Context: an optimization exercise on an open-source flow, tuned for small area. The choices shown serve that exercise and are no tape-out recipe.
At most, simulation tests tie the RTL to the original design; equivalence was not proved.
Only the layout flow was run in runs 3 and 4; the RTL was not checked for function there.
Power is estimated from default activity; no workload was simulated.

### flow/run.sh
#!/bin/bash
# synth_recipe.tcl (not shown) runs the flow's synth.tcl, then flattens the netlist and writes it again
# the make line also repeats each setting of config.mk as NAME=value (left out here)
make -C /OpenROAD-flow-scripts/flow DESIGN_CONFIG=/design/flow/config.mk WORK_HOME=/design/flow/orfs CLKGATE_MAP_FILE= SYNTH_SCRIPT=/design/flow/synth_recipe.tcl finish
### flow/config.mk
export PLATFORM = sky130hd
export DESIGN_NAME = pellet_tracker
export DESIGN_NICKNAME = pellet_tracker
export VERILOG_FILES = /design/flow/design.v
export SDC_FILE = /design/flow/constraint.sdc
export NUM_CORES = 4
export LEC_CHECK = 0
export ABC_AREA = 1
export CAP_MARGIN = 20
export CORE_MARGIN = 2
export CORE_UTILIZATION = 65
export CTS_BUF_LIST = sky130_fd_sc_hd__clkbuf_16
export CTS_CLUSTER_DIAMETER = 60
export CTS_CLUSTER_SIZE = 30
export GPL_TIMING_DRIVEN = 0
export PLACE_DENSITY = 0.75
export SETUP_SLACK_MARGIN = 0.15
export SLEW_MARGIN = 20
export SYNTH_HIERARCHICAL = 1
### flow/constraint.sdc
create_clock -name core_clock -period 10.0 [get_ports {clk}]
set_input_delay 2.0000 -clock core_clock [delete_from_list [all_inputs] [get_ports {clk}]]
set_output_delay 2.0000 -clock core_clock [all_outputs]
set_load 0.01 [all_outputs]
### flow/design.v
package pacman_pkg;
  localparam int GRID_W       = 28;
  localparam int GRID_H       = 31;
  localparam int N_CELLS      = GRID_W * GRID_H;
  localparam int TILE_SHIFT   = 3;
  localparam int MAZE_X0      = 204;
  localparam int MAZE_Y0      = 30;
  localparam int PELLET_PTS   = 10;
  localparam int POWER_PTS    = 50;
  localparam int POWER_FRAMES = 360;
  localparam int N_GROUPS     = 6;
  localparam int N_TRIPS      = 11;    
  typedef enum logic [1:0] {CELL_NONE = 2'b00, CELL_PELLET = 2'b01, CELL_POWER = 2'b10} cell_t;
  typedef enum logic [1:0] {INIT, IDLE, RD, EAT} state_t;
endpackage
module pellet_ram (
  input  logic       clk,
  input  logic       we,
  input  logic [3:0] trip,
  input  logic [2:0] grp,
  input  logic [7:0] wd,
  output logic [7:0] rd
);
  logic [127:0][7:0] tap;
  logic [127:0] hot;
  for (genvar t = 0; t < pacman_pkg::N_TRIPS; t++) begin : g_trip
    for (genvar g = 0; g < pacman_pkg::N_GROUPS; g++) begin : g_grp
      localparam int W = g == 0 ? 5 : 8;
      logic sel;
      logic [W-1:0] a;
      assign hot[t*8+g] = trip == 4'(t) && grp == 3'(g);
      assign sel = we && hot[t*8+g];
      if (t < pacman_pkg::N_TRIPS - 1) begin : g_ring
        logic [W-1:0] b, c;
        always_ff @(posedge clk) begin
          a <= sel ? wd[W-1:0] : c;
          b <= a;
          c <= b;
        end
        assign tap[t*8+g] = 8'(c);
      end else begin : g_flat
        always_ff @(posedge clk)
          if (sel) a <= wd[W-1:0];
        assign tap[t*8+g] = 8'(a);
      end
    end
  end
  for (genvar i = 0; i < 128; i++) begin : g_unused
    if (i / 8 >= pacman_pkg::N_TRIPS || i % 8 >= pacman_pkg::N_GROUPS) begin : g_z
      assign tap[i] = '0;
      assign hot[i] = 1'b0;
    end
  end
  always_comb begin
    rd = '0;
    for (int i = 0; i < 128; i++) rd = rd | (tap[i] & {8{hot[i]}});
  end
endmodule
module pellet_tracker (
  input  logic        clk,
  input  logic        rst_n,
  input  logic        frame_tick,
  input  logic        level_start,
  input  logic [9:0]  pm_xpos,
  input  logic [9:0]  pm_ypos,
  output logic [9:0]  rom_addr,
  input  logic [1:0]  rom_pellet,
  output logic        busy,
  output logic        eat_pulse,
  output logic [15:0] score,
  output logic [9:0]  pellets_left,
  output logic        level_clear,
  output logic        power_active
);
  pacman_pkg::state_t state;
  logic [3:0] trip;       
  logic [2:0] grp;        
  logic [2:0] pos;        
  logic [1:0] when;       
  logic [1:0] ph;         
  logic [6:0] acc;        
  function automatic logic [9:0] unpack3(input logic [7:0] v);
    case (v)
      8'd0: unpack3 = 10'b0000000000;
      8'd1: unpack3 = 10'b0000000001;
      8'd2: unpack3 = 10'b0000000010;
      8'd3: unpack3 = 10'b0000000100;
      8'd4: unpack3 = 10'b0000000101;
      8'd5: unpack3 = 10'b0000000110;
      8'd6: unpack3 = 10'b0000001000;
      8'd7: unpack3 = 10'b0000001001;
      8'd8: unpack3 = 10'b0000001010;
      8'd9: unpack3 = 10'b0000010000;
      8'd10: unpack3 = 10'b0000010001;
      8'd11: unpack3 = 10'b0000010010;
      8'd12: unpack3 = 10'b0000010100;
      8'd13: unpack3 = 10'b0000010101;
      8'd14: unpack3 = 10'b0000010110;
      8'd15: unpack3 = 10'b0000011000;
      8'd16: unpack3 = 10'b0000011001;
      8'd17: unpack3 = 10'b0000011010;
      8'd18: unpack3 = 10'b0000100000;
      8'd19: unpack3 = 10'b0000100001;
      8'd20: unpack3 = 10'b0000100010;
      8'd21: unpack3 = 10'b0000100100;
      8'd22: unpack3 = 10'b0000100101;
      8'd23: unpack3 = 10'b0000100110;
      8'd24: unpack3 = 10'b0000101000;
      8'd25: unpack3 = 10'b0000101001;
      8'd26: unpack3 = 10'b0000101010;
      8'd27: unpack3 = 10'b0001000000;
      8'd28: unpack3 = 10'b0001000001;
      8'd29: unpack3 = 10'b0001000010;
      8'd30: unpack3 = 10'b0001000100;
      8'd31: unpack3 = 10'b0001000101;
      8'd32: unpack3 = 10'b0001000110;
      8'd33: unpack3 = 10'b0001001000;
      8'd34: unpack3 = 10'b0001001001;
      8'd35: unpack3 = 10'b0001001010;
      8'd36: unpack3 = 10'b0001010000;
      8'd37: unpack3 = 10'b0001010001;
      8'd38: unpack3 = 10'b0001010010;
      8'd39: unpack3 = 10'b0001010100;
      8'd40: unpack3 = 10'b0001010101;
      8'd41: unpack3 = 10'b0001010110;
      8'd42: unpack3 = 10'b0001011000;
      8'd43: unpack3 = 10'b0001011001;
      8'd44: unpack3 = 10'b0001011010;
      8'd45: unpack3 = 10'b0001100000;
      8'd46: unpack3 = 10'b0001100001;
      8'd47: unpack3 = 10'b0001100010;
      8'd48: unpack3 = 10'b0001100100;
      8'd49: unpack3 = 10'b0001100101;
      8'd50: unpack3 = 10'b0001100110;
      8'd51: unpack3 = 10'b0001101000;
      8'd52: unpack3 = 10'b0001101001;
      8'd53: unpack3 = 10'b0001101010;
      8'd54: unpack3 = 10'b0010000000;
      8'd55: unpack3 = 10'b0010000001;
      8'd56: unpack3 = 10'b0010000010;
      8'd57: unpack3 = 10'b0010000100;
      8'd58: unpack3 = 10'b0010000101;
      8'd59: unpack3 = 10'b0010000110;
      8'd60: unpack3 = 10'b0010001000;
      8'd61: unpack3 = 10'b0010001001;
      8'd62: unpack3 = 10'b0010001010;
      8'd63: unpack3 = 10'b0010010000;
      8'd64: unpack3 = 10'b0010010001;
      8'd65: unpack3 = 10'b0010010010;
      8'd66: unpack3 = 10'b0010010100;
      8'd67: unpack3 = 10'b0010010101;
      8'd68: unpack3 = 10'b0010010110;
      8'd69: unpack3 = 10'b0010011000;
      8'd70: unpack3 = 10'b0010011001;
      8'd71: unpack3 = 10'b0010011010;
      8'd72: unpack3 = 10'b0010100000;
      8'd73: unpack3 = 10'b0010100001;
      8'd74: unpack3 = 10'b0010100010;
      8'd75: unpack3 = 10'b0010100100;
      8'd76: unpack3 = 10'b0010100101;
      8'd77: unpack3 = 10'b0010100110;
      8'd78: unpack3 = 10'b0010101000;
      8'd79: unpack3 = 10'b0010101001;
      8'd80: unpack3 = 10'b0010101010;
      8'd81: unpack3 = 10'b0100000000;
      8'd82: unpack3 = 10'b0100000001;
      8'd83: unpack3 = 10'b0100000010;
      8'd84: unpack3 = 10'b0100000100;
      8'd85: unpack3 = 10'b0100000101;
      8'd86: unpack3 = 10'b0100000110;
      8'd87: unpack3 = 10'b0100001000;
      8'd88: unpack3 = 10'b0100001001;
      8'd89: unpack3 = 10'b0100001010;
      8'd90: unpack3 = 10'b0100010000;
      8'd91: unpack3 = 10'b0100010001;
      8'd92: unpack3 = 10'b0100010010;
      8'd93: unpack3 = 10'b0100010100;
      8'd94: unpack3 = 10'b0100010101;
      8'd95: unpack3 = 10'b0100010110;
      8'd96: unpack3 = 10'b0100011000;
      8'd97: unpack3 = 10'b0100011001;
      8'd98: unpack3 = 10'b0100011010;
      8'd99: unpack3 = 10'b0100100000;
      8'd100: unpack3 = 10'b0100100001;
      8'd101: unpack3 = 10'b0100100010;
      8'd102: unpack3 = 10'b0100100100;
      8'd103: unpack3 = 10'b0100100101;
      8'd104: unpack3 = 10'b0100100110;
      8'd105: unpack3 = 10'b0100101000;
      8'd106: unpack3 = 10'b0100101001;
      8'd107: unpack3 = 10'b0100101010;
      8'd108: unpack3 = 10'b0101000000;
      8'd109: unpack3 = 10'b0101000001;
      8'd110: unpack3 = 10'b0101000010;
      8'd111: unpack3 = 10'b0101000100;
      8'd112: unpack3 = 10'b0101000101;
      8'd113: unpack3 = 10'b0101000110;
      8'd114: unpack3 = 10'b0101001000;
      8'd115: unpack3 = 10'b0101001001;
      8'd116: unpack3 = 10'b0101001010;
      8'd117: unpack3 = 10'b0101010000;
      8'd118: unpack3 = 10'b0101010001;
      8'd119: unpack3 = 10'b0101010010;
      8'd120: unpack3 = 10'b0101010100;
      8'd121: unpack3 = 10'b0101010101;
      8'd122: unpack3 = 10'b0101010110;
      8'd123: unpack3 = 10'b0101011000;
      8'd124: unpack3 = 10'b0101011001;
      8'd125: unpack3 = 10'b0101011010;
      8'd126: unpack3 = 10'b0101100000;
      8'd127: unpack3 = 10'b0101100001;
      8'd128: unpack3 = 10'b0101100010;
      8'd129: unpack3 = 10'b0101100100;
      8'd130: unpack3 = 10'b0101100101;
      8'd131: unpack3 = 10'b0101100110;
      8'd132: unpack3 = 10'b0101101000;
      8'd133: unpack3 = 10'b0101101001;
      8'd134: unpack3 = 10'b0101101010;
      8'd135: unpack3 = 10'b0110000000;
      8'd136: unpack3 = 10'b0110000001;
      8'd137: unpack3 = 10'b0110000010;
      8'd138: unpack3 = 10'b0110000100;
      8'd139: unpack3 = 10'b0110000101;
      8'd140: unpack3 = 10'b0110000110;
      8'd141: unpack3 = 10'b0110001000;
      8'd142: unpack3 = 10'b0110001001;
      8'd143: unpack3 = 10'b0110001010;
      8'd144: unpack3 = 10'b0110010000;
      8'd145: unpack3 = 10'b0110010001;
      8'd146: unpack3 = 10'b0110010010;
      8'd147: unpack3 = 10'b0110010100;
      8'd148: unpack3 = 10'b0110010101;
      8'd149: unpack3 = 10'b0110010110;
      8'd150: unpack3 = 10'b0110011000;
      8'd151: unpack3 = 10'b0110011001;
      8'd152: unpack3 = 10'b0110011010;
      8'd153: unpack3 = 10'b0110100000;
      8'd154: unpack3 = 10'b0110100001;
      8'd155: unpack3 = 10'b0110100010;
      8'd156: unpack3 = 10'b0110100100;
      8'd157: unpack3 = 10'b0110100101;
      8'd158: unpack3 = 10'b0110100110;
      8'd159: unpack3 = 10'b0110101000;
      8'd160: unpack3 = 10'b0110101001;
      8'd161: unpack3 = 10'b0110101010;
      8'd162: unpack3 = 10'b1000000000;
      8'd163: unpack3 = 10'b1000000001;
      8'd164: unpack3 = 10'b1000000010;
      8'd165: unpack3 = 10'b1000000100;
      8'd166: unpack3 = 10'b1000000101;
      8'd167: unpack3 = 10'b1000000110;
      8'd168: unpack3 = 10'b1000001000;
      8'd169: unpack3 = 10'b1000001001;
      8'd170: unpack3 = 10'b1000001010;
      8'd171: unpack3 = 10'b1000010000;
      8'd172: unpack3 = 10'b1000010001;
      8'd173: unpack3 = 10'b1000010010;
      8'd174: unpack3 = 10'b1000010100;
      8'd175: unpack3 = 10'b1000010101;
      8'd176: unpack3 = 10'b1000010110;
      8'd177: unpack3 = 10'b1000011000;
      8'd178: unpack3 = 10'b1000011001;
      8'd179: unpack3 = 10'b1000011010;
      8'd180: unpack3 = 10'b1000100000;
      8'd181: unpack3 = 10'b1000100001;
      8'd182: unpack3 = 10'b1000100010;
      8'd183: unpack3 = 10'b1000100100;
      8'd184: unpack3 = 10'b1000100101;
      8'd185: unpack3 = 10'b1000100110;
      8'd186: unpack3 = 10'b1000101000;
      8'd187: unpack3 = 10'b1000101001;
      8'd188: unpack3 = 10'b1000101010;
      8'd189: unpack3 = 10'b1001000000;
      8'd190: unpack3 = 10'b1001000001;
      8'd191: unpack3 = 10'b1001000010;
      8'd192: unpack3 = 10'b1001000100;
      8'd193: unpack3 = 10'b1001000101;
      8'd194: unpack3 = 10'b1001000110;
      8'd195: unpack3 = 10'b1001001000;
      8'd196: unpack3 = 10'b1001001001;
      8'd197: unpack3 = 10'b1001001010;
      8'd198: unpack3 = 10'b1001010000;
      8'd199: unpack3 = 10'b1001010001;
      8'd200: unpack3 = 10'b1001010010;
      8'd201: unpack3 = 10'b1001010100;
      8'd202: unpack3 = 10'b1001010101;
      8'd203: unpack3 = 10'b1001010110;
      8'd204: unpack3 = 10'b1001011000;
      8'd205: unpack3 = 10'b1001011001;
      8'd206: unpack3 = 10'b1001011010;
      8'd207: unpack3 = 10'b1001100000;
      8'd208: unpack3 = 10'b1001100001;
      8'd209: unpack3 = 10'b1001100010;
      8'd210: unpack3 = 10'b1001100100;
      8'd211: unpack3 = 10'b1001100101;
      8'd212: unpack3 = 10'b1001100110;
      8'd213: unpack3 = 10'b1001101000;
      8'd214: unpack3 = 10'b1001101001;
      8'd215: unpack3 = 10'b1001101010;
      8'd216: unpack3 = 10'b1010000000;
      8'd217: unpack3 = 10'b1010000001;
      8'd218: unpack3 = 10'b1010000010;
      8'd219: unpack3 = 10'b1010000100;
      8'd220: unpack3 = 10'b1010000101;
      8'd221: unpack3 = 10'b1010000110;
      8'd222: unpack3 = 10'b1010001000;
      8'd223: unpack3 = 10'b1010001001;
      8'd224: unpack3 = 10'b1010001010;
      8'd225: unpack3 = 10'b1010010000;
      8'd226: unpack3 = 10'b1010010001;
      8'd227: unpack3 = 10'b1010010010;
      8'd228: unpack3 = 10'b1010010100;
      8'd229: unpack3 = 10'b1010010101;
      8'd230: unpack3 = 10'b1010010110;
      8'd231: unpack3 = 10'b1010011000;
      8'd232: unpack3 = 10'b1010011001;
      8'd233: unpack3 = 10'b1010011010;
      8'd234: unpack3 = 10'b1010100000;
      8'd235: unpack3 = 10'b1010100001;
      8'd236: unpack3 = 10'b1010100010;
      8'd237: unpack3 = 10'b1010100100;
      8'd238: unpack3 = 10'b1010100101;
      8'd239: unpack3 = 10'b1010100110;
      8'd240: unpack3 = 10'b1010101000;
      8'd241: unpack3 = 10'b1010101001;
      8'd242: unpack3 = 10'b1010101010;
      default: unpack3 = 10'b0;
    endcase
  endfunction
  function automatic logic [5:0] row_split(input logic [5:0] yq);
    case (yq)
      6'd4: row_split = {4'd0, 2'd0};
      6'd5: row_split = {4'd0, 2'd1};
      6'd6: row_split = {4'd0, 2'd2};
      6'd7: row_split = {4'd1, 2'd0};
      6'd8: row_split = {4'd1, 2'd1};
      6'd9: row_split = {4'd1, 2'd2};
      6'd10: row_split = {4'd2, 2'd0};
      6'd11: row_split = {4'd2, 2'd1};
      6'd12: row_split = {4'd2, 2'd2};
      6'd13: row_split = {4'd3, 2'd0};
      6'd14: row_split = {4'd3, 2'd1};
      6'd15: row_split = {4'd3, 2'd2};
      6'd16: row_split = {4'd4, 2'd0};
      6'd17: row_split = {4'd4, 2'd1};
      6'd18: row_split = {4'd4, 2'd2};
      6'd19: row_split = {4'd5, 2'd0};
      6'd20: row_split = {4'd5, 2'd1};
      6'd21: row_split = {4'd5, 2'd2};
      6'd22: row_split = {4'd6, 2'd0};
      6'd23: row_split = {4'd6, 2'd1};
      6'd24: row_split = {4'd6, 2'd2};
      6'd25: row_split = {4'd7, 2'd0};
      6'd26: row_split = {4'd7, 2'd1};
      6'd27: row_split = {4'd7, 2'd2};
      6'd28: row_split = {4'd8, 2'd0};
      6'd29: row_split = {4'd8, 2'd1};
      6'd30: row_split = {4'd8, 2'd2};
      6'd31: row_split = {4'd9, 2'd0};
      6'd32: row_split = {4'd9, 2'd1};
      6'd33: row_split = {4'd9, 2'd2};
      6'd34: row_split = {4'd10, 2'd0};
      default: row_split = 6'b0;
    endcase
  endfunction
  logic [6:0] xq, yq;
  logic accept, look;
  logic [3:0] a_trip;
  logic [2:0] a_grp, a_pos;
  logic [1:0] a_row3, a_ph, a_when;
  assign xq = pm_xpos[9:3];
  assign yq = pm_ypos[9:3];
  assign accept = pm_xpos[2:0] == 3'd0 && pm_ypos[2:0] == 3'd2
               && xq >= 7'd26 && xq <= 7'd53 && yq >= 7'd4 && yq <= 7'd34;
  always_comb begin
    case (xq[4:0])
      5'd26, 5'd27, 5'd28:                {a_grp, a_pos} = {3'd0, 3'd2} + 6'(xq[4:0] - 5'd26);
      5'd29, 5'd30, 5'd31, 5'd0, 5'd1:    {a_grp, a_pos} = {3'd1, 3'd0} + 6'(5'(xq[4:0] - 5'd29));
      5'd2, 5'd3, 5'd4, 5'd5, 5'd6:       {a_grp, a_pos} = {3'd2, 3'd0} + 6'(xq[4:0] - 5'd2);
      5'd7, 5'd8, 5'd9, 5'd10, 5'd11:     {a_grp, a_pos} = {3'd3, 3'd0} + 6'(xq[4:0] - 5'd7);
      5'd12, 5'd13, 5'd14, 5'd15, 5'd16:  {a_grp, a_pos} = {3'd4, 3'd0} + 6'(xq[4:0] - 5'd12);
      default:                            {a_grp, a_pos} = {3'd5, 3'd0} + 6'(xq[4:0] - 5'd17);
    endcase
  end
  always_comb begin
    {a_trip, a_row3} = row_split(yq[5:0]);
  end
  always_comb begin
    case ({a_row3, a_grp})
      {2'd0, 3'd0}, {2'd0, 3'd3}, {2'd1, 3'd1}, {2'd1, 3'd4}, {2'd2, 3'd2}, {2'd2, 3'd5}: a_ph = 2'd0;
      {2'd1, 3'd0}, {2'd1, 3'd3}, {2'd2, 3'd1}, {2'd2, 3'd4}, {2'd0, 3'd2}, {2'd0, 3'd5}: a_ph = 2'd1;
      default: a_ph = 2'd2;
    endcase
  end
  always_comb begin
    case ({a_ph, ph})
      {2'd0, 2'd0}, {2'd1, 2'd1}, {2'd2, 2'd2}: a_when = 2'd0;
      {2'd1, 2'd0}, {2'd2, 2'd1}, {2'd0, 2'd2}: a_when = 2'd1;
      default: a_when = 2'd2;
    endcase
    if (a_trip == 4'd10) a_when = 2'd0;
  end
  assign look = state == pacman_pkg::IDLE && frame_tick && accept;
  logic [3:0] m_trip;
  logic [2:0] m_grp, m_pos;
  logic [7:0] m_rd, m_wd, m_new, pw;
  logic [1:0] digit, eat_digit, rom_cell;
  logic m_we, tap_now, load_done, word_done;
  logic [7:0] word_in;
  assign m_trip = state == pacman_pkg::IDLE ? a_trip : trip;
  assign m_grp  = state == pacman_pkg::IDLE ? a_grp : grp;
  assign m_pos  = state == pacman_pkg::IDLE ? a_pos : pos;
  pellet_ram u_ram (
    .clk  (clk),
    .we   (m_we),
    .trip (m_trip),
    .grp  (m_grp),
    .wd   (m_wd),
    .rd   (m_rd)
  );
  logic [9:0] dg;
  assign dg = unpack3(m_rd);
  always_comb begin
    case (m_pos)
      3'd0: begin digit = dg[9:8]; pw = 8'd81; end
      3'd1: begin digit = dg[7:6]; pw = 8'd27; end
      3'd2: begin digit = dg[5:4]; pw = 8'd9; end
      3'd3: begin digit = dg[3:2]; pw = 8'd3; end
      default: begin digit = dg[1:0]; pw = 8'd1; end
    endcase
  end
  assign m_new = m_rd - (digit[1] ? {pw[6:0], 1'b0} : digit[0] ? pw : 8'd0);
  assign tap_now = look ? a_when == 2'd0
                 : state == pacman_pkg::RD ? when == 2'd1
                 : state == pacman_pkg::EAT && when == 2'd2;
  assign rom_cell = rom_pellet == 2'b11 ? pacman_pkg::CELL_NONE : rom_pellet;
  assign word_in = 8'(acc) * 8'd3 + 8'(rom_cell);
  assign word_done = pos == 3'd4;
  assign load_done = word_done && trip == 4'd10 && grp == 3'd5;
  assign busy = state == pacman_pkg::INIT;
  assign m_we = busy ? word_done : tap_now;
  assign m_wd = busy ? word_in : m_new;
  assign eat_digit = state == pacman_pkg::EAT && when == 2'd2 ? digit : acc[1:0];
  logic hit, is_power;
  logic [15:0] pts;
  logic [16:0] sum;
  assign hit = eat_digit == pacman_pkg::CELL_PELLET || eat_digit == pacman_pkg::CELL_POWER;
  assign is_power = eat_digit == pacman_pkg::CELL_POWER;
  assign pts = is_power ? 16'(pacman_pkg::POWER_PTS) : 16'(pacman_pkg::PELLET_PTS);
  assign sum = {1'b0, score} + {1'b0, pts};
  always_ff @(posedge clk or negedge rst_n)
    if (!rst_n) state <= pacman_pkg::INIT;
    else if (level_start) state <= pacman_pkg::INIT;
    else case (state)
      pacman_pkg::INIT: if (load_done) state <= pacman_pkg::IDLE;
      pacman_pkg::IDLE: if (frame_tick && accept) state <= pacman_pkg::RD;
      pacman_pkg::RD:   state <= pacman_pkg::EAT;
      default:          state <= pacman_pkg::IDLE;
    endcase
  always_ff @(posedge clk)
    if (busy && pos == 3'd5) ph <= 2'd1;
    else ph <= ph == 2'd2 ? 2'd0 : ph + 2'd1;
  always_ff @(posedge clk or negedge rst_n)
    if (!rst_n) pos <= 3'd5;
    else if (level_start) pos <= 3'd5;
    else if (busy) begin
      if (pos == 3'd5 || (word_done && grp == 3'd5)) pos <= 3'd2;
      else if (word_done) pos <= 3'd0;
      else pos <= pos + 3'd1;
    end else if (look) pos <= a_pos;
  always_ff @(posedge clk)
    if (!level_start) begin
      if (busy) begin
        if (pos == 3'd5) begin
          trip <= '0;
          grp <= '0;
          when <= '0;
          acc <= '0;
        end else if (word_done) begin
          acc <= '0;
          grp <= grp == 3'd5 ? 3'd0 : grp + 3'd1;
          if (grp == 3'd5) begin
            when <= when == 2'd2 ? 2'd0 : when + 2'd1;
            if (when == 2'd2) trip <= trip + 4'd1;
          end
        end else acc <= 7'(word_in);
      end else if (look) begin
        trip <= a_trip;
        grp <= a_grp;
        when <= a_when;
        if (a_when == 2'd0) acc[1:0] <= digit;
      end else if (state == pacman_pkg::RD && when == 2'd1) acc[1:0] <= digit;
    end
  always_ff @(posedge clk or negedge rst_n)
    if (!rst_n) begin
      rom_addr <= '0;
      score <= '0;
      pellets_left <= '0;
      eat_pulse <= 1'b0;
      level_clear <= 1'b0;
    end else begin
      eat_pulse <= 1'b0;
      if (level_start) begin
        rom_addr <= '0;
        pellets_left <= '0;
        level_clear <= 1'b0;
      end else if (state == pacman_pkg::INIT) begin
        rom_addr <= rom_addr == 10'(pacman_pkg::N_CELLS - 1) ? rom_addr : rom_addr + 10'd1;
        if (pos != 3'd5 && rom_cell != pacman_pkg::CELL_NONE) pellets_left <= pellets_left + 10'd1;
      end else if (state == pacman_pkg::EAT && hit) begin
        eat_pulse <= 1'b1;
        score <= sum[16] ? 16'hFFFF : sum[15:0];
        if (pellets_left != '0) pellets_left <= pellets_left - 10'd1;
        if (pellets_left == 10'd1) level_clear <= 1'b1;
      end
    end
  logic [8:0] timer;
  always_ff @(posedge clk or negedge rst_n)
    if (!rst_n) timer <= '0;
    else if (level_start) timer <= '0;
    else if (state == pacman_pkg::EAT && hit && is_power) timer <= 9'(pacman_pkg::POWER_FRAMES);
    else if (frame_tick && timer != '0) timer <= timer - 9'd1;
  assign power_active = timer != '0;
endmodule
==> results of run 1 <==
[final cells by class]
cell class              instances  area [sq um]
diodes                          1         2.502
plain buffers                 157         852.1
clock buffers                  70          1752
clock inverters                37         429.2
fillers                      5065         18530
inverters                     221         865.8
multi-input cells            2820         13980
flip-flops and latches       1465         30200
well taps                     931          1165
repair buffers                 85         808.3
[what timing repair did]
item                                    CTS  global route
buffers inserted                          7            14
pin swaps                                 4            11
endpoints found under the setup margin  532           488
gates resized for setup                 152           198
gates cloned                              0             1
hold endpoints to repair                  0             0
[logic make-up (layout without fill, tap and decap cells)]
logic type / after synthesis / after routing / share of synthesized area, %
AND/OR/NAND/NOR: 2013 / 2014 / 18.77
buffers and inverters: 378 / 570 / 3.255
AO/OA/AOI/OAI: 705 / 705 / 8.292
adder cells (fa/ha/maj): 82 / 82 / 2.326
other: 0 / 1 / 0
flip-flops: 1465 / 1465 / 66.98
XOR/XNOR: 19 / 19 / 0.3691
[modules after synthesis (local to each module, per instance)]
module / area [sq um] / flip-flops and latches / cells inside
pellet_tracker: 7802 / 70 / 1160
pellet_ram: 37280 / 1395 / 3502
[layer usage]
layer  part of all wire, %  track usage, %  vias up
met5                     0               0        -
met4                   4.9           15.09        0
met3                   8.0           4.395      286
met2                    44           50.83     1285
met1                    43           45.22    15170
li1                      -               -    15440
[worst min path at each step]
stage                                                       from                                            to  slack, ns  depth (start not counted)
global placement           u_ram.g_trip[9].g_grp[5].a[4]$_DFF_P_  u_ram.g_trip[9].g_grp[5].g_ring.b[4]$_DFF_P_       0.31                          0
CTS                 u_ram.g_trip[7].g_grp[4].g_ring.b[1]$_DFF_P_  u_ram.g_trip[7].g_grp[4].g_ring.c[1]$_DFF_P_       0.31                          0
finish              u_ram.g_trip[7].g_grp[4].g_ring.b[1]$_DFF_P_  u_ram.g_trip[7].g_grp[4].g_ring.c[1]$_DFF_P_       0.31                          0
floorplan                  u_ram.g_trip[0].g_grp[0].a[0]$_DFF_P_  u_ram.g_trip[0].g_grp[0].g_ring.b[0]$_DFF_P_       0.31                          0
detailed placement         u_ram.g_trip[0].g_grp[4].a[0]$_DFF_P_  u_ram.g_trip[0].g_grp[4].g_ring.b[0]$_DFF_P_       0.31                          0
global route        u_ram.g_trip[7].g_grp[4].g_ring.b[1]$_DFF_P_  u_ram.g_trip[7].g_grp[4].g_ring.c[1]$_DFF_P_       0.32                          0
[registers in the layout, summed over array words and instances, names as in the netlist, 7 cells and up]
register	cells
score	16
timer	9
u_ram.g_trip.g_grp.g_ring.b	450
rom_addr	10
u_ram.g_trip.g_grp.a	495
u_ram.g_trip.g_grp.g_ring.c	450
pellets_left	10
acc	7
[power groups by stage]
stage	clock (mW)	combinational, mW	sequential, mW
floorplan	0	3.12	8.11
global placement	0	5.69	8.23
detailed placement	0	5.77	8.31
CTS	3.30	6.24	8.19
global route	3.50	7.07	8.34
finish	3.28	6.72	8.21
[layout by cell type (no fill, tap or decap), types with 8 or more instances in the layout]
cell type	n
a21oi_1	66
a31oi_1	8
buf_2	16
buf_4	28
clkbuf_1	81
clkbuf_16	70
clkbuf_2	30
clkdlybuf4s50_1	58
dfrtp_1	50
dfxtp_1	1352
edfxtp_1	61
ha_1	74
inv_1	192
inv_2	24
nand2_1	1252
nand2_2	26
nand2_4	9
nand3_1	245
nand3_2	16
nand4_1	56
nor2_1	265
nor2_2	40
nor2_4	39
nor3_1	25
nor3_2	10
o211ai_1	8
o21ai_0	517
o21ai_1	38
o21ai_2	10
o22ai_1	11
or2_2	8
xnor2_1	8
xor2_1	11
[worst reg2reg max path: cells and delay by family (launching register included)]
family | cells | cell delay (ns)
flops | 1 | 0.41
compound gates | 9 | 2.13
fa+ha+maj | 3 | 0.89
buf+inv | 8 | 1.76
simple gates | 22 | 3.16
==> summary.txt, run 1 <==
* Die Width at 267.4 um
* Rows at 96
* Routed len/inst at 20.31 um
* DR iter-0 viols at 3498
* Setup ws final at 0.3539 ns
* Placed instance area at 0.04691 sq mm
* Io pins at 66
* Vias in the first global route at 30120
* Post-route cell area at 0.05006 sq mm
* Synth cell types at 63
* CP Class: in -> reg
* Clk_skew at 0.05126 ns
* Worst hold margin at 0.3142 ns
* Number of synthesized flops with an enable pin at 61
* CTS buffer count at 68
* Worst Setup Start Kind: primary input
* Initial Util at 65.74%
* Worst r2r src: state[1]$_DFFE_PN0P_
* Setup TNS Final at 0 ns
* Prevailing post-synth register cell: dfxtp_1
* Largest net degree at the start of global routing at 53
* Clk sinks at 1465
* Slew margin rel. at 26.96%
* RD Place Congestion at 0.9260
* Max frequency at 0.1037 GHz
* Family with the most delay on the worst path: simple AND/OR/NAND/NOR gates
* Seq pwr share at 45.1%
* Seq/Total Area, Yosys at 66.98%
* DRC violations left at 0
* Worst-Skew Late Latency at 0.66 ns
* Vias/cell at 5.560
* Req. time, crit path at 10.57 ns
* Layout Cells excl Fill at 5787
* Psw at 7.512 mW
* WP depth at 52
* Top post-synthesis cells by area: dfxtp_1, nand2_1, o21ai_0, edfxtp_1, nand3_1
* CTS Buffer Depth at 3
* Tcrit/Tclk final at 96.46%
* First-pass GRT wire length at 175500 um
* Share of the synthesized area in the top cell type at 60.03%
* Post-Place Worst Slack at -3.551 ns
* Synthesized area per cell at 9.671 sq um
* Ys Warns at 8
* Async SR Flop Fraction at 3.549%
* Fin util at 72.98%
* Final hold vios at 0
* Root Driver: clkbuf_16
* Final wirelength at 117600 um
* Share of cells above drive strength 1 at 8.568%
* Total GRT Usage at 32.53%
* Worst path max stage delay at 0.47 ns
* CP max stage cell: clkdlybuf4s50_1
* Worst-Margin Slew at 1.082 ns
* Crit path time final at 9.646 ns
* Area Overhead vs Synth at 11.02%
* R2r setup slk at 1.61 ns
* Final setup fails at 0
* Launch point of the worst path: pm_xpos[7]
* Count leader, synth: dfxtp_1
* Inst Count DP at 5657
* Total Die Area at 0.07149 sq mm
* Worst hold path type: reg -> reg
* Global route overflow at 0
* Worst path buffer plus inverter count at 9
* Pwr/cell area at 363.9 mW/mm^2
* WP data arrival at 10.21 ns
* Syn nets at 4770
* Clock slew at reported path FFs at 0.10 ns
* Core area at 0.06859 sq mm
* Input/output buffers at 63
* Synth cell count leaders: dfxtp_1, nand2_1, o21ai_0, nor2_1, nand3_1
* NumNets Final at 4926
* Hold Buf Count CTS at 0
* Post-Syn Instances at 4662
* CP Max Fanout at 10
* Internal at 10.70 mW
* Worst path most repeated cell: nand2_1
* Initial antenna violation count at 1
* Static leakage at 20.25 nW
* Part of the power in combinational logic at 36.9%
* Final Slew Violations at 0
* Mapped cell area at 0.04509 sq mm
* Clock group share of total power at 18.0%
* Worst Setup End Kind: register
* Sw frac at 41.24%
* Maximum VDD drop at 276.3 uV
* # Max-Cap Violations at 0
* R2r worst-path depth at 42
* Total power at 18.21 mW
* Via count at 32180
* R2r endpoint: u_ram.g_trip[5].g_grp[3].a[6]$_DFF_P_
* DR pass1 iterations at 5
* HPWL Detailed at 83160 um
* Yosys reg bits at 1465
* RSZ-0062 raised after global routing: true
* Chip Height at 267.4 um
* CTS tree: done
* Final ANT Viol Nets at 0
* Status: timing/DRC/antenna clean
* Area leader, netlist: dfxtp_1
* CP Capture Point: u_ram.g_trip[2].g_grp[0].a[3]$_DFF_P_
* CTS H-Tree Depth at 3
==> run 2, diff against run 1 <==
--- a/flow/config.mk
+++ b/flow/config.mk
@@ -8,12 +8,10 @@
 export ABC_AREA = 1
 export CAP_MARGIN = 20
 export CORE_MARGIN = 2
-export CORE_UTILIZATION = 65
+export CORE_UTILIZATION = 55
 export CTS_BUF_LIST = sky130_fd_sc_hd__clkbuf_16
 export CTS_CLUSTER_DIAMETER = 60
 export CTS_CLUSTER_SIZE = 30
-export GPL_TIMING_DRIVEN = 0
-export PLACE_DENSITY = 0.75
-export SETUP_SLACK_MARGIN = 0.15
+export PLACE_DENSITY = 0.65
 export SLEW_MARGIN = 20
 export SYNTH_HIERARCHICAL = 1
==> summary.txt, run 2 <==
* Status: timing/DRC/antenna clean
* Area of the multi-input gates at 0.01356 sq mm
* Largest net degree at the start of global routing at 53
* Area leader, netlist: dfxtp_1
* CTS buffer count at 86
* Via count at 31720
* Worst Hold Launch: u_ram.g_trip[2].g_grp[0].g_ring.b[1]$_DFF_P_
* Worst Setup Start Kind: primary input
* Final ANT Viol Nets at 0
* WP data arrival at 9.93 ns
* Final hold vios at 0
* Clock slew at reported path FFs at 0.10 ns
* Vias in the first global route at 30410
* Worst path most repeated cell: nand2_1
* Worst hold path type: reg -> reg
* Launch point of the worst path: pm_xpos[3]
* Chip Height at 290.3 um
* Clk sinks at 1465
* DRC violations left at 0
* Synth cell count leaders: dfxtp_1, nand2_1, o21ai_0, nor2_1, nand3_1
* Total Die Area at 0.08428 sq mm
* Area Overhead vs Synth at 17.68%
* Post-route cell area at 0.05306 sq mm
* Worst Setup End Kind: register
* Routed len/inst at 19.01 um
* Req. time, crit path at 10.53 ns
* CP Class: in -> reg
* # Max-Cap Violations at 0
* Max frequency at 0.1064 GHz
* CTS H-Tree Depth at 3
* Setup TNS Final at 0 ns
* Count leader, synth: dfxtp_1
* Commonest cells after routing, fill and taps aside: dfxtp_1, nand2_1, o21ai_0, buf_4, nor2_1
* Worst-Skew Late Latency at 0.69 ns
* Top flop regs: u_ram.g_trip.g_grp.a x495, u_ram.g_trip.g_grp.g_ring.b x450, u_ram.g_trip.g_grp.g_ring.c x450
* Seq/Total Area, Yosys at 66.98%
* Number of fill cells in the layout at 6439
* Share of cells above drive strength 1 at 13.13%
* Static leakage at 22.08 nW
* Rows at 104
* Final wirelength at 117100 um
* CTS Buffer Depth at 3
* Synthesized area per cell at 9.671 sq um
* HPWL Detailed at 83840 um
* Initial Util at 55.80%
* Share of the synthesized area in the top cell type at 60.03%
* Ys Warns at 8
* Total GRT Usage at 27.47%
* Yosys reg bits at 1465
* RSZ-0062 raised after global routing: false
* Top post-synthesis cells by area: dfxtp_1, nand2_1, o21ai_0, edfxtp_1, nand3_1
* Hold Buf Count CTS at 0
* Clk_skew at 0.05693 ns
* CP Max Fanout at 37
* Mapped cell area at 0.04509 sq mm
* DR iter-0 viols at 2715
* Die Width at 290.3 um
* Synth cell types at 63
* Commonest non-fill, non-tap cell in the layout: dfxtp_1
* CTS tree: done
* Seq. cell area at 0.03020 sq mm
* Global route overflow at 0
* Worst path max stage delay at 0.48 ns
* Inst Count DP at 6001
* Pwr/cell area at 365.5 mW/mm^2
* Tcrit/Tclk final at 94.00%
* DR pass1 iterations at 6
* NumNets Final at 5136
* Slew margin rel. at 37.97%
* Worst-Margin Slew at 0.9188 ns
* Final setup fails at 0
* Maximum VDD drop at 397.7 uV
* Core area at 0.08081 sq mm
* Initial antenna violation count at 3
* Final Slew Violations at 0
* Prevailing post-synth register cell: dfxtp_1
* Layout Cells excl Fill at 6159
* Number of flip-flops in the largest register at 495
* Vias/cell at 5.150
* Placed instance area at 0.04968 sq mm
* Io pins at 66
* Syn nets at 4770
* First-pass GRT wire length at 178600 um
* Register with the most flip-flops: u_ram.g_trip.g_grp.a
* Crit path time final at 9.400 ns
* Async SR Flop Fraction at 3.549%
* Post-Syn Instances at 4662
* RD Place Congestion at 0.9070
* Worst r2r src: state[1]$_DFFE_PN0P_
* CP max stage cell: clkdlybuf4s50_1
* Number of synthesized flops with an enable pin at 61
* Root Driver: clkbuf_16
* Input/output buffers at 65
-- run 2: cell types whose count changed in the layout (fill, tap and decap cells not counted), moves of 8 or more --
cell	before	now
buf_12	5	35
buf_2	16	1
buf_4	28	335
clkbuf_1	81	0
clkbuf_16	70	89
clkbuf_2	30	0
clkinv_8	2	12
inv_16	1	10
nand2_1	1252	1261
nor2_1	265	297
nor2_2	40	32
nor2_4	39	14
o21ai_0	517	548
o21ai_1	38	15
-- run 2: logic make-up (layout without fill, tap and decap cells) --
kind of cell    Yosys count  after routing  share of synthesized area (%)
simple gates           2013           2013                          18.77
flops                  1465           1465                          66.98
compound gates          705            705                          8.292
buf+inv                 378            811                          3.255
fa+ha+maj                82             82                          2.326
xor+xnor                 19             19                         0.3691
other cells               0              4                              0
-- run 2: path summary, 6_finish.rpt --
check | end | slack, ns | cells after the start
worst min register to register | u_ram.g_trip[2].g_grp[0].g_ring.c[1]$_DFF_P_ | 0.31 | 0
worst max-delay path | u_ram.g_trip[3].g_grp[3].a[7]$_DFF_P_ | 0.60 | 56
worst max register to register | u_ram.g_trip[3].g_grp[3].a[7]$_DFF_P_ | 1.63 | 50
worst min-delay path | u_ram.g_trip[2].g_grp[0].g_ring.c[1]$_DFF_P_ | 0.31 | 0
max in group asynchronous | timer[2]$_DFFE_PN0P_ | 8.07 | 2
min in group asynchronous | score[13]$_DFFE_PN0P_ | 1.46 | 2
-- run 2: critical path: cells and delay by family --
kind            cells  cell delay (ns)
compound gates     10             1.47
xor+xnor            1             0.16
simple gates       29             3.07
buf+inv            13             2.45
fa+ha+maj           3             0.75
-- run 2: report_power, final --
| group | switching (mW) | leakage (nW) | total, mW | internal (mW) |
|---|---|---|---|---|
| Sequential | 0.600 | 12.2 | 8.21 | 7.61 |
| Combinational | 4.64 | 8.35 | 7.02 | 2.38 |
| Clock | 2.23 | 1.57 | 4.16 | 1.93 |
-- run 2: per-stage QoR --
step                worst slack (ns)  util, %  hold slack, ns  power (mW)
global route                 0.01495    65.65          0.3159       20.32
detailed placement           -0.4644    61.48          0.3121       15.22
finish                        0.5995    65.66          0.3123       19.39
CTS                           0.2030    65.51          0.3110       19.37
global placement             -0.3094    61.48          0.3095       15.17
floorplan                      1.342        -          0.3096       11.23
-- run 2: layout make-up --
class / instances / area share, %
Sequential cell: 1465 / 56.92
Inverter: 221 / 1.592
Tap cell: 1060 / 2.500
Timing Repair Buffer: 435 / 7.287
Clock inverter: 66 / 1.936
Antenna cell: 4 / 0.01887
Clock buffer: 89 / 4.198
Multi-Input combinational cell: 2819 / 25.55
-- run 2: per-layer routing --
metal,GRT usage [%],vias to the layer above,routed length (um)
met4,10.29,2,4736
met2,42.77,917,51300
met5,0,-,13
met3,4.176,220,6704
met1,38.87,14700,54330
li1,-,15880,-
-- run 2: modules after synthesis (local to each module, per instance) --
module / cell area [sq um] / cells / flip-flops and latches
pellet_tracker: 7802 / 1160 / 70
pellet_ram: 37280 / 3502 / 1395
-- run 2: repair_timing --
item                       4_1_cts  5_1_grt
buffers inserted                 0        0
setup endpoints to repair        0      394
resized for setup                0       46
==> run 3, diff against run 2 <==
--- a/flow/design.v
+++ b/flow/design.v
@@ -363,6 +363,51 @@
       default: row_split = 6'b0;
     endcase
   endfunction
+  function automatic logic [5:0] col_split(input logic [4:0] xq);
+    case (xq)
+      5'd26: col_split = {3'd0, 3'd2};
+      5'd27: col_split = {3'd0, 3'd3};
+      5'd28: col_split = {3'd0, 3'd4};
+      5'd29: col_split = {3'd1, 3'd0};
+      5'd30: col_split = {3'd1, 3'd1};
+      5'd31: col_split = {3'd1, 3'd2};
+      5'd0: col_split = {3'd1, 3'd3};
+      5'd1: col_split = {3'd1, 3'd4};
+      5'd2: col_split = {3'd2, 3'd0};
+      5'd3: col_split = {3'd2, 3'd1};
+      5'd4: col_split = {3'd2, 3'd2};
+      5'd5: col_split = {3'd2, 3'd3};
+      5'd6: col_split = {3'd2, 3'd4};
+      5'd7: col_split = {3'd3, 3'd0};
+      5'd8: col_split = {3'd3, 3'd1};
+      5'd9: col_split = {3'd3, 3'd2};
+      5'd10: col_split = {3'd3, 3'd3};
+      5'd11: col_split = {3'd3, 3'd4};
+      5'd12: col_split = {3'd4, 3'd0};
+      5'd13: col_split = {3'd4, 3'd1};
+      5'd14: col_split = {3'd4, 3'd2};
+      5'd15: col_split = {3'd4, 3'd3};
+      5'd16: col_split = {3'd4, 3'd4};
+      5'd17: col_split = {3'd5, 3'd0};
+      5'd18: col_split = {3'd5, 3'd1};
+      5'd19: col_split = {3'd5, 3'd2};
+      5'd20: col_split = {3'd5, 3'd3};
+      5'd21: col_split = {3'd5, 3'd4};
+      default: col_split = 6'b0;
+    endcase
+  endfunction
+  function automatic logic x_in(input logic [6:0] q);
+    case (q)
+      7'd26, 7'd27, 7'd28, 7'd29, 7'd30, 7'd31, 7'd32, 7'd33, 7'd34, 7'd35, 7'd36, 7'd37, 7'd38, 7'd39, 7'd40, 7'd41, 7'd42, 7'd43, 7'd44, 7'd45, 7'd46, 7'd47, 7'd48, 7'd49, 7'd50, 7'd51, 7'd52, 7'd53: x_in = 1'b1;
+      default: x_in = 1'b0;
+    endcase
+  endfunction
+  function automatic logic y_in(input logic [6:0] q);
+    case (q)
+      7'd4, 7'd5, 7'd6, 7'd7, 7'd8, 7'd9, 7'd10, 7'd11, 7'd12, 7'd13, 7'd14, 7'd15, 7'd16, 7'd17, 7'd18, 7'd19, 7'd20, 7'd21, 7'd22, 7'd23, 7'd24, 7'd25, 7'd26, 7'd27, 7'd28, 7'd29, 7'd30, 7'd31, 7'd32, 7'd33, 7'd34: y_in = 1'b1;
+      default: y_in = 1'b0;
+    endcase
+  endfunction
   logic [6:0] xq, yq;
   logic accept, look;
   logic [3:0] a_trip;
@@ -370,18 +415,8 @@
   logic [1:0] a_row3, a_ph, a_when;
   assign xq = pm_xpos[9:3];
   assign yq = pm_ypos[9:3];
-  assign accept = pm_xpos[2:0] == 3'd0 && pm_ypos[2:0] == 3'd2
-               && xq >= 7'd26 && xq <= 7'd53 && yq >= 7'd4 && yq <= 7'd34;
-  always_comb begin
-    case (xq[4:0])
-      5'd26, 5'd27, 5'd28:                {a_grp, a_pos} = {3'd0, 3'd2} + 6'(xq[4:0] - 5'd26);
-      5'd29, 5'd30, 5'd31, 5'd0, 5'd1:    {a_grp, a_pos} = {3'd1, 3'd0} + 6'(5'(xq[4:0] - 5'd29));
-      5'd2, 5'd3, 5'd4, 5'd5, 5'd6:       {a_grp, a_pos} = {3'd2, 3'd0} + 6'(xq[4:0] - 5'd2);
-      5'd7, 5'd8, 5'd9, 5'd10, 5'd11:     {a_grp, a_pos} = {3'd3, 3'd0} + 6'(xq[4:0] - 5'd7);
-      5'd12, 5'd13, 5'd14, 5'd15, 5'd16:  {a_grp, a_pos} = {3'd4, 3'd0} + 6'(xq[4:0] - 5'd12);
-      default:                            {a_grp, a_pos} = {3'd5, 3'd0} + 6'(xq[4:0] - 5'd17);
-    endcase
-  end
+  assign accept = pm_xpos[2:0] == 3'd0 && pm_ypos[2:0] == 3'd2 && x_in(xq) && y_in(yq);
+  assign {a_grp, a_pos} = col_split(xq[4:0]);
   always_comb begin
     {a_trip, a_row3} = row_split(yq[5:0]);
   end
@@ -429,7 +464,10 @@
       default: begin digit = dg[1:0]; pw = 8'd1; end
     endcase
   end
-  assign m_new = m_rd - (digit[1] ? {pw[6:0], 1'b0} : digit[0] ? pw : 8'd0);
+  logic [7:0] sub1, sub2;
+  assign sub1 = m_rd - pw;
+  assign sub2 = m_rd - {pw[6:0], 1'b0};
+  assign m_new = digit[1] ? sub2 : digit[0] ? sub1 : m_rd;
   assign tap_now = look ? a_when == 2'd0
                  : state == pacman_pkg::RD ? when == 2'd1
                  : state == pacman_pkg::EAT && when == 2'd2;
@@ -442,12 +480,13 @@
   assign m_wd = busy ? word_in : m_new;
   assign eat_digit = state == pacman_pkg::EAT && when == 2'd2 ? digit : acc[1:0];
   logic hit, is_power;
-  logic [15:0] pts;
   logic [16:0] sum;
   assign hit = eat_digit == pacman_pkg::CELL_PELLET || eat_digit == pacman_pkg::CELL_POWER;
   assign is_power = eat_digit == pacman_pkg::CELL_POWER;
-  assign pts = is_power ? 16'(pacman_pkg::POWER_PTS) : 16'(pacman_pkg::PELLET_PTS);
-  assign sum = {1'b0, score} + {1'b0, pts};
+  logic [16:0] sum_p, sum_x;
+  assign sum_p = {1'b0, score} + 17'(pacman_pkg::PELLET_PTS);
+  assign sum_x = {1'b0, score} + 17'(pacman_pkg::POWER_PTS);
+  assign sum = is_power ? sum_x : sum_p;
   always_ff @(posedge clk or negedge rst_n)
     if (!rst_n) state <= pacman_pkg::INIT;
     else if (level_start) state <= pacman_pkg::INIT;
--- a/flow/config.mk
+++ b/flow/config.mk
@@ -8,10 +8,12 @@
 export ABC_AREA = 1
 export CAP_MARGIN = 20
 export CORE_MARGIN = 2
-export CORE_UTILIZATION = 55
+export CORE_UTILIZATION = 65
 export CTS_BUF_LIST = sky130_fd_sc_hd__clkbuf_16
 export CTS_CLUSTER_DIAMETER = 60
 export CTS_CLUSTER_SIZE = 30
-export PLACE_DENSITY = 0.65
+export GPL_TIMING_DRIVEN = 0
+export PLACE_DENSITY = 0.75
+export SETUP_SLACK_MARGIN = 0.15
 export SLEW_MARGIN = 20
 export SYNTH_HIERARCHICAL = 1
==> summary.txt, run 3 <==
* Total GRT Usage at 32.34%
* Status: timing/DRC/antenna clean
* CTS H-Tree Depth at 3
* Input/output buffers at 63
* Top post-synthesis cells by area: dfxtp_1, nand2_1, o21ai_0, edfxtp_1, nand3_1
* Number of synthesized flops with an enable pin at 61
* Clk sinks at 1465
* Syn nets at 4763
* Synthesized area per cell at 9.596 sq um
* Worst hold path type: reg -> reg
* Root Driver: clkbuf_16
* Initial Util at 65.51%
* Number of fill cells in the layout at 5103
* Worst Setup End Kind: register
* Vias in the first global route at 30000
* Mapped cell area at 0.04477 sq mm
* Maximum VDD drop at 263.4 uV
* Async SR Flop Fraction at 3.549%
* Number of flip-flops in the largest register at 495
* Psw at 6.896 mW
* Placed instance area at 0.04651 sq mm
* RSZ-0062 raised after global routing: false
* Vias/cell at 5.578
* Seq pwr share at 47.5%
* Final wirelength at 115600 um
* Seq/Total Area, Yosys at 67.45%
* Area of the multi-input gates at 0.01339 sq mm
* Static leakage at 20.21 nW
* Final Slew Violations at 0
* Prevailing post-synth register cell: dfxtp_1
* Final ANT Viol Nets at 0
* Part of the power in combinational logic at 32.6%
* Post-Place Worst Slack at -2.219 ns
* First-pass GRT wire length at 174000 um
* Setup TNS Final at 0 ns
* Tcrit/Tclk final at 92.23%
* Area leader, netlist: dfxtp_1
* CP Max Fanout at 10
* Die Width at 266.5 um
* Commonest cells after routing, fill and taps aside: dfxtp_1, nand2_1, o21ai_0, nand3_1, nor2_1
* Via count at 32000
* Global route overflow at 0
* Post-route cell area at 0.04930 sq mm
* Setup ws final at 0.7766 ns
* Sw frac at 40.05%
* Chip Height at 266.5 um
* Worst path most repeated cell: nand2_1
* Area Overhead vs Synth at 10.10%
* Synth cell count leaders: dfxtp_1, nand2_1, o21ai_0, nand3_1, nor2_1
* Clock group share of total power at 19.9%
* Clock slew at reported path FFs at 0.10 ns
* DR pass1 iterations at 7
* Register with the most flip-flops: u_ram.g_trip.g_grp.a
* Share of the synthesized area in the top cell type at 60.45%
* Worst path max stage delay at 0.59 ns
* Routed len/inst at 20.15 um
* Crit path time final at 9.223 ns
* Clk_skew at 0.04476 ns
* DR iter-0 viols at 3419
* CP max stage cell: clkdlybuf4s50_1
* Ys Warns at 8
* Final setup fails at 0
* DRC violations left at 0
* Post-Syn Instances at 4666
* Yosys reg bits at 1465
* Pwr/cell area at 349.3 mW/mm^2
* Worst-Margin Slew at 0.9324 ns
* Initial antenna violation count at 2
* Core area at 0.06835 sq mm
* HPWL Detailed at 82490 um
* Commonest non-fill, non-tap cell in the layout: dfxtp_1
* Slew margin rel. at 37.84%
* Worst Setup Start Kind: primary input
* Io pins at 66
* Synth cell types at 55
* Max frequency at 0.1084 GHz
* CTS buffer count at 70
* Largest net degree at the start of global routing at 53
* NumNets Final at 4908
* Diode count at 0
* Rows at 96
* Seq. cell area at 0.03020 sq mm
* CP Class: in -> reg
* CTS tree: done
* Total Die Area at 0.07100 sq mm
* Internal at 10.32 mW
* Top flop regs: u_ram.g_trip.g_grp.a x495, u_ram.g_trip.g_grp.g_ring.b x450, u_ram.g_trip.g_grp.g_ring.c x450
* Total power at 17.22 mW
* # Max-Cap Violations at 0
* Count leader, synth: dfxtp_1
* CTS Buffer Depth at 3
* Final hold vios at 0
* Share of cells above drive strength 1 at 5.995%
* Worst-Skew Late Latency at 0.66 ns
* WP data arrival at 9.73 ns
* Req. time, crit path at 10.51 ns
* RD Place Congestion at 0.9497
run 3: cell count changes in the layout (fill, tap and decap cells not counted), sizes merged, moves of 5 or more:
cell,before,now
a21oi,67,83
clkinv,32,22
nand3,266,313
buf,371,46
ha,79,67
clkbuf,89,205
nor3,35,21
nor2,344,300
inv,249,215
o22ai,15,10
o21ai,570,541
nand2,1287,1351
run 3: final timing paths:
kind,start,endpoint,slack [ns],cells past startpoint
setup / recovery,pm_xpos[6],score[14]$_DFFE_PN0P_,0.78,46
hold reg to reg,u_ram.g_trip[7].g_grp[4].a[3]$_DFF_P_,u_ram.g_trip[7].g_grp[4].g_ring.b[3]$_DFF_P_,0.31,0
setup reg to reg,state[1]$_DFFE_PN0P_,score[14]$_DFFE_PN0P_,1.76,47
min in group asynchronous,rst_n,rom_addr[3]$_DFFE_PN0P_,1.41,1
hold / removal,u_ram.g_trip[7].g_grp[4].a[3]$_DFF_P_,u_ram.g_trip[7].g_grp[4].g_ring.b[3]$_DFF_P_,0.31,0
max in group asynchronous,rst_n,timer[8]$_DFFE_PN0P_,8.14,1
run 3: critical path, delay by kind of cell:
kind                     cells  cell delay, ns
AO/OA/AOI/OAI                6            1.20
buffers and inverters       11            1.95
adder cells (fa/ha/maj)      2            0.60
AND/OR/NAND/NOR             27            3.94
run 3: logic make-up after synthesis:
group                      count (synthesis)  synth area share (%)
xor gates and xnor gates                  24                0.4695
buffers and inverters                    368                 3.281
AOI/OAI and AO/OA                        675                 7.844
adders and majority gates                 71                 2.051
DFF                                     1465                 67.45
and+or+nand+nor                         2063                 18.90
run 3: metrics by stage:
| step | util, % | hold WS, ns | cells |
|---|---|---|---|
| 2_1_floorplan | - | 0.3096 | 4666 |
| 3_3_place_gp | 68.05 | 0.3095 | 5611 |
| 3_5_place_dp | 68.06 | 0.3121 | 5611 |
| 4_1_cts | 71.65 | 0.3110 | 5726 |
| 5_1_grt | 72.13 | 0.3163 | 5736 |
| 6_report | 72.13 | 0.3099 | 5736 |
run 3: per-module statistics from Yosys, one instance, submodules excluded:
module | cell area [sq um] | flip-flops and latches | times used
pellet_ram | 37280 | 1395 | 1
pellet_tracker | 7488 | 70 | 1
run 3: repair_timing:
action / in CTS / in global routing
setup buffers: 0 / 9
pin swaps: 1 / 5
hold buffers: 0 / 0
resized for setup: 41 / 97
endpoints found under the setup margin: 487 / 20
run 3: cell type report:
cell class              instances  area share, %
clock inverters                42          1.081
well taps                     882          2.239
flip-flops and latches       1465          61.27
multi-input cells            2833          27.17
inverters                     201          1.536
plain buffers                 167          1.551
repair buffers                 73          1.457
clock buffers                  73          3.706
run 3: metal layers:
layer	routed length [um]	GRT usage, %
met4	4458	12.42
met5	31	0
met3	9248	5.167
met2	51240	50.42
met1	50620	45.59
run 3: power by group through the flow:
stage | registers (mW) | logic (mW) | clock network (mW)
3_5_place_dp | 8.27 | 5.30 | 0
2_1_floorplan | 8.08 | 2.98 | 0
6_report | 8.18 | 5.62 | 3.42
4_1_cts | 8.16 | 5.37 | 3.45
5_1_grt | 8.31 | 6.01 | 3.65
3_3_place_gp | 8.20 | 5.23 | 0
==> run 4, diff against run 3 <==
==> flow/flow/run.sh (new file) <==
#!/bin/bash
set -euo pipefail
CTS="-sink_clustering_enable -repair_clock_nets -dont_use_dummy_load -sink_clustering_size 30 -sink_clustering_max_diameter 60 -buf_list sky130_fd_sc_hd__clkbuf_16"
bash standard.sh "CTS_ARGS=$CTS" finish > flow_make.log 2>&1
==> flow/standard.sh (new file) <==
#!/bin/bash
# synth_recipe.tcl (not shown) runs the flow's synth.tcl, then flattens the netlist and writes it again
# the make line also repeats each setting of config.mk as NAME=value (left out here)
make -C /OpenROAD-flow-scripts/flow DESIGN_CONFIG=/design/flow/config.mk WORK_HOME=/design/flow/orfs CLKGATE_MAP_FILE= SYNTH_SCRIPT=/design/flow/synth_recipe.tcl "${@:-finish}"
removed: flow/run.sh
==> summary.txt, run 4 <==
* Hold Buf Count CTS at 0
* Worst Hold Launch: u_ram.g_trip[2].g_grp[4].a[1]$_DFF_P_
* Initial Util at 65.51%
* Part of the power in combinational logic at 33.4%
* Share of cells above drive strength 1 at 5.240%
* Routed len/inst at 20.22 um
* Vias/cell at 5.602
* Commonest non-fill, non-tap cell in the layout: dfxtp_1
* Area leader, netlist: dfxtp_1
* Final hold vios at 0
* Post-Syn Instances at 4666
* GR Util met2 at 50.55%
* NumNets Final at 4908
* Status: timing/DRC/antenna clean
* CP Class: in -> reg
* Worst path most repeated cell: nand2_1
* CP Max Fanout at 10
* Clock group share of total power at 17.7%
* Pwr/cell area at 343.9 mW/mm^2
* Worst-Skew Late Latency at 0.66 ns
* Worst Setup Start Kind: primary input
* Final ANT Viol Nets at 0
* Worst hold margin at 0.2923 ns
* R2r setup slk at 1.73 ns
* Number of flip-flops in the largest register at 495
* RD Place Congestion at 0.9497
* # Max-Cap Violations at 0
* Final Slew Violations at 0
* Max frequency at 0.1078 GHz
* Met1 usage at 45.54%
* Internal at 10.07 mW
* Req. time, crit path at 10.48 ns
* Worst-Margin Slew at 0.9671 ns
* Io pins at 66
* Hold EP: u_ram.g_trip[2].g_grp[4].g_ring.b[1]$_DFF_P_
* Die Width at 266.5 um
* DR iter-0 viols at 3458
* CTS buffer count at 70
* Chip Height at 266.5 um
* Worst path max stage delay at 0.58 ns
* Share of the synthesized area in the top cell type at 60.45%
* Yosys reg bits at 1465
* Core area at 0.06835 sq mm
* Met3 usage at 5.600%
* Final setup fails at 0
* Post-route cell area at 0.04868 sq mm
* Maximum VDD drop at 260.5 uV
* Count leader, synth: dfxtp_1
* Worst Setup End Kind: register
* Area Overhead vs Synth at 8.727%
* Ys Warns at 8
* Crit path time final at 9.279 ns
* Initial antenna violation count at 1
* Via count at 31880
* Clock slew at reported path FFs at 0.10 ns
* Synth cell count leaders: dfxtp_1, nand2_1, o21ai_0, nand3_1, nor2_1
* CTS tree: done
* Vias in the first global route at 29790
* Gr busiest metal: met2
* Final wirelength at 115100 um
* Clk sinks at 1465
* Number of fill cells in the layout at 5200
* Prevailing post-synth register cell: dfxtp_1
* Worst r2r src: state[1]$_DFFE_PN0P_
* Static leakage at 19.91 nW
* Placed instance area at 0.04651 sq mm
* Largest net degree at the start of global routing at 53
* Mapped cell area at 0.04477 sq mm
* Synthesized area per cell at 9.596 sq um
* DR pass1 iterations at 6
* Number of synthesized flops with an enable pin at 61
* R2r endpoint: score[14]$_DFFE_PN0P_
* Synth cell types at 55
* CTS H-Tree Depth at 3
* Syn nets at 4763
* Top flop regs: u_ram.g_trip.g_grp.a x495, u_ram.g_trip.g_grp.g_ring.b x450, u_ram.g_trip.g_grp.g_ring.c x450
* CTS Buffer Depth at 3
* HPWL Detailed at 82490 um
* WHS Path Cells at 0
* Register with the most flip-flops: u_ram.g_trip.g_grp.a
* Seq/Total Area, Yosys at 67.45%
* Total Die Area at 0.07100 sq mm
* Top post-synthesis cells by area: dfxtp_1, nand2_1, o21ai_0, edfxtp_1, nand3_1
* Total GRT Usage at 32.24%
* Global route overflow at 0
* CP max stage cell: clkdlybuf4s50_1
* Clk_skew at 0.1101 ns
* Psw at 6.670 mW
* Commonest cells after routing, fill and taps aside: dfxtp_1, nand2_1, o21ai_0, nand3_1, nor2_1
* Slew margin rel. at 35.29%
* Seq pwr share at 48.8%
* R2r worst-path depth at 45
* First-pass GRT wire length at 173100 um
* Sw frac at 39.84%
* Tcrit/Tclk final at 92.79%
* RSZ-0062 raised after global routing: false
* Async SR Flop Fraction at 3.549%
* Diode count at 0
* WP data arrival at 9.75 ns
* Rows at 96
* Input/output buffers at 63
* Root Driver: clkbuf_16
* DRC violations left at 0
* Worst hold path type: reg -> reg
run 4: cell types whose count changed in the layout (fill, tap and decap cells not counted), moves of 3 or more:
cell,delta
inv_12,-3
bufinv_16,-4
clkbuf_16,-3
clkinv_2,-7
clkinv_8,-7
nor2_2,+3
inv_6,-7
run 4: area by class of cell:
class | instances | area, sq um | area share, %
Clock buffer | 70 | 1752 | 3.598
Buffer | 167 | 762.0 | 1.565
Sequential cell | 1465 | 30200 | 62.04
Multi-Input combinational cell | 2833 | 13390 | 27.50
Inverter | 201 | 757.0 | 1.555
Timing Repair Buffer | 73 | 718.2 | 1.475
Tap cell | 882 | 1104 | 2.267
run 4: cells by family after synthesis:
group / count (synthesis) / synth area share [%]
and+or+nand+nor: 2063 / 18.90
DFF: 1465 / 67.45
AOI/OAI and AO/OA: 675 / 7.844
buffers and inverters: 368 / 3.281
adders and majority gates: 71 / 2.051
xor gates and xnor gates: 24 / 0.4695
run 4: how the worst max path moves through the flow:
stage / endpoint / from / cells past startpoint / slack [ns]
after CTS: score[14]$_DFFE_PN0P_ / pm_xpos[4] / 50 / 0.15
final: score[14]$_DFFE_PN0P_ / pm_xpos[6] / 45 / 0.72
after global routing: score[14]$_DFFE_PN0P_ / pm_ypos[5] / 51 / 0.13
after floorplan: score[14]$_DFFE_PN0P_ / pm_xpos[4] / 45 / 1.89
after detailed placement: score[14]$_DFFE_PN0P_ / pm_xpos[4] / 46 / -2.22
after global placement: score[14]$_DFFE_PN0P_ / pm_xpos[4] / 46 / -2.09
run 4: critical path: cells and delay by family:
family | cells | cell delay (ns)
compound gates | 9 | 1.65
simple gates | 23 | 3.39
buf+inv | 11 | 2.07
fa+ha+maj | 2 | 0.59
run 4: modules after synthesis, one instance, submodules excluded:
module / copies in the design / cell area [sq um] / cells
pellet_ram: 1 / 37280 / 3502
pellet_tracker: 1 / 7488 / 1164
run 4: what timing repair did:
| item | in CTS | in global routing |
|---|---|---|
| endpoints found under the hold margin | 0 | 0 |
| pin swaps | 1 | 5 |
| setup buffers | 0 | 9 |
| endpoints found under the setup margin | 493 | 17 |
| resized for setup | 43 | 93 |
run 4: per-stage QoR:
step / setup WS (ns) / power (mW) / cells / TNS (ns) / utilization (%)
after global routing: 0.1347 / 17.50 / 5691 / 0 / 71.23
after global placement: -2.088 / 13.43 / 5611 / -577.52 / 68.05
after floorplan: 1.893 / 11.06 / 4666 / 0 / -
after detailed placement: -2.219 / 13.58 / 5611 / -611.70 / 68.06
final: 0.7212 / 16.74 / 5691 / 0 / 71.23
after CTS: 0.1517 / 16.52 / 5681 / 0 / 70.78
run 4: power groups by stage:
stage | clock network [mW] | logic, mW | registers, mW
finish | 2.97 | 5.60 | 8.17
global route | 3.19 | 6.01 | 8.31
CTS | 2.99 | 5.38 | 8.16
detailed placement | 0 | 5.30 | 8.27
global placement | 0 | 5.23 | 8.20
floorplan | 0 | 2.98 | 8.08
run 4: per-layer routing:
| layer | part of all wire (%) | wire length, um |
|---|---|---|
| met5 | 0 | 0 |
| met4 | 3.3 | 3815 |
| met3 | 8.0 | 9228 |
| met2 | 45 | 51610 |
| met1 | 44 | 50420 |

[port drivers added, routing unchanged]
In the flow no input, the clock included, has a driving cell. The finished layouts below were timed again as built, in two steps.
Step 1, drivers: a clkbuf_16 drives clk and a buf_2 each remaining input, both assumed.
Step 2 moves the port delays by t, midway between the first and last clock arrival at a register: inputs arrive t later, outputs are due t later. That takes back most of the time a late clock gives input paths.
a / b / c = ideal ports / drivers / drivers and shift; a / b = the first two.
run | shift t [ns] | setup slack, ns | hold WS [ns] | worst register clock-pin slew, ns
run 1 | 0.704 | 0.354 / 0.396 / -0.307 | 0.314 / 0.314 / 0.314 | 0.11 / 0.11
run 2 | 0.726 | 0.600 / 0.640 / -0.086 | 0.312 / 0.312 / 0.312 | 0.11 / 0.11
run 3 | 0.712 | 0.777 / 0.818 / 0.106 | 0.310 / 0.310 / 0.310 | 0.11 / 0.11
run 4 | 0.669 | 0.721 / 0.756 / 0.087 | 0.292 / 0.292 / 0.292 | 0.11 / 0.11
Met with ideal ports but missed after step 2: setup timing in run 1 and run 2. For run 2, which loses most, drivers alone change the setup slack by +0.040 ns; drivers and shift together by -0.686 ns.
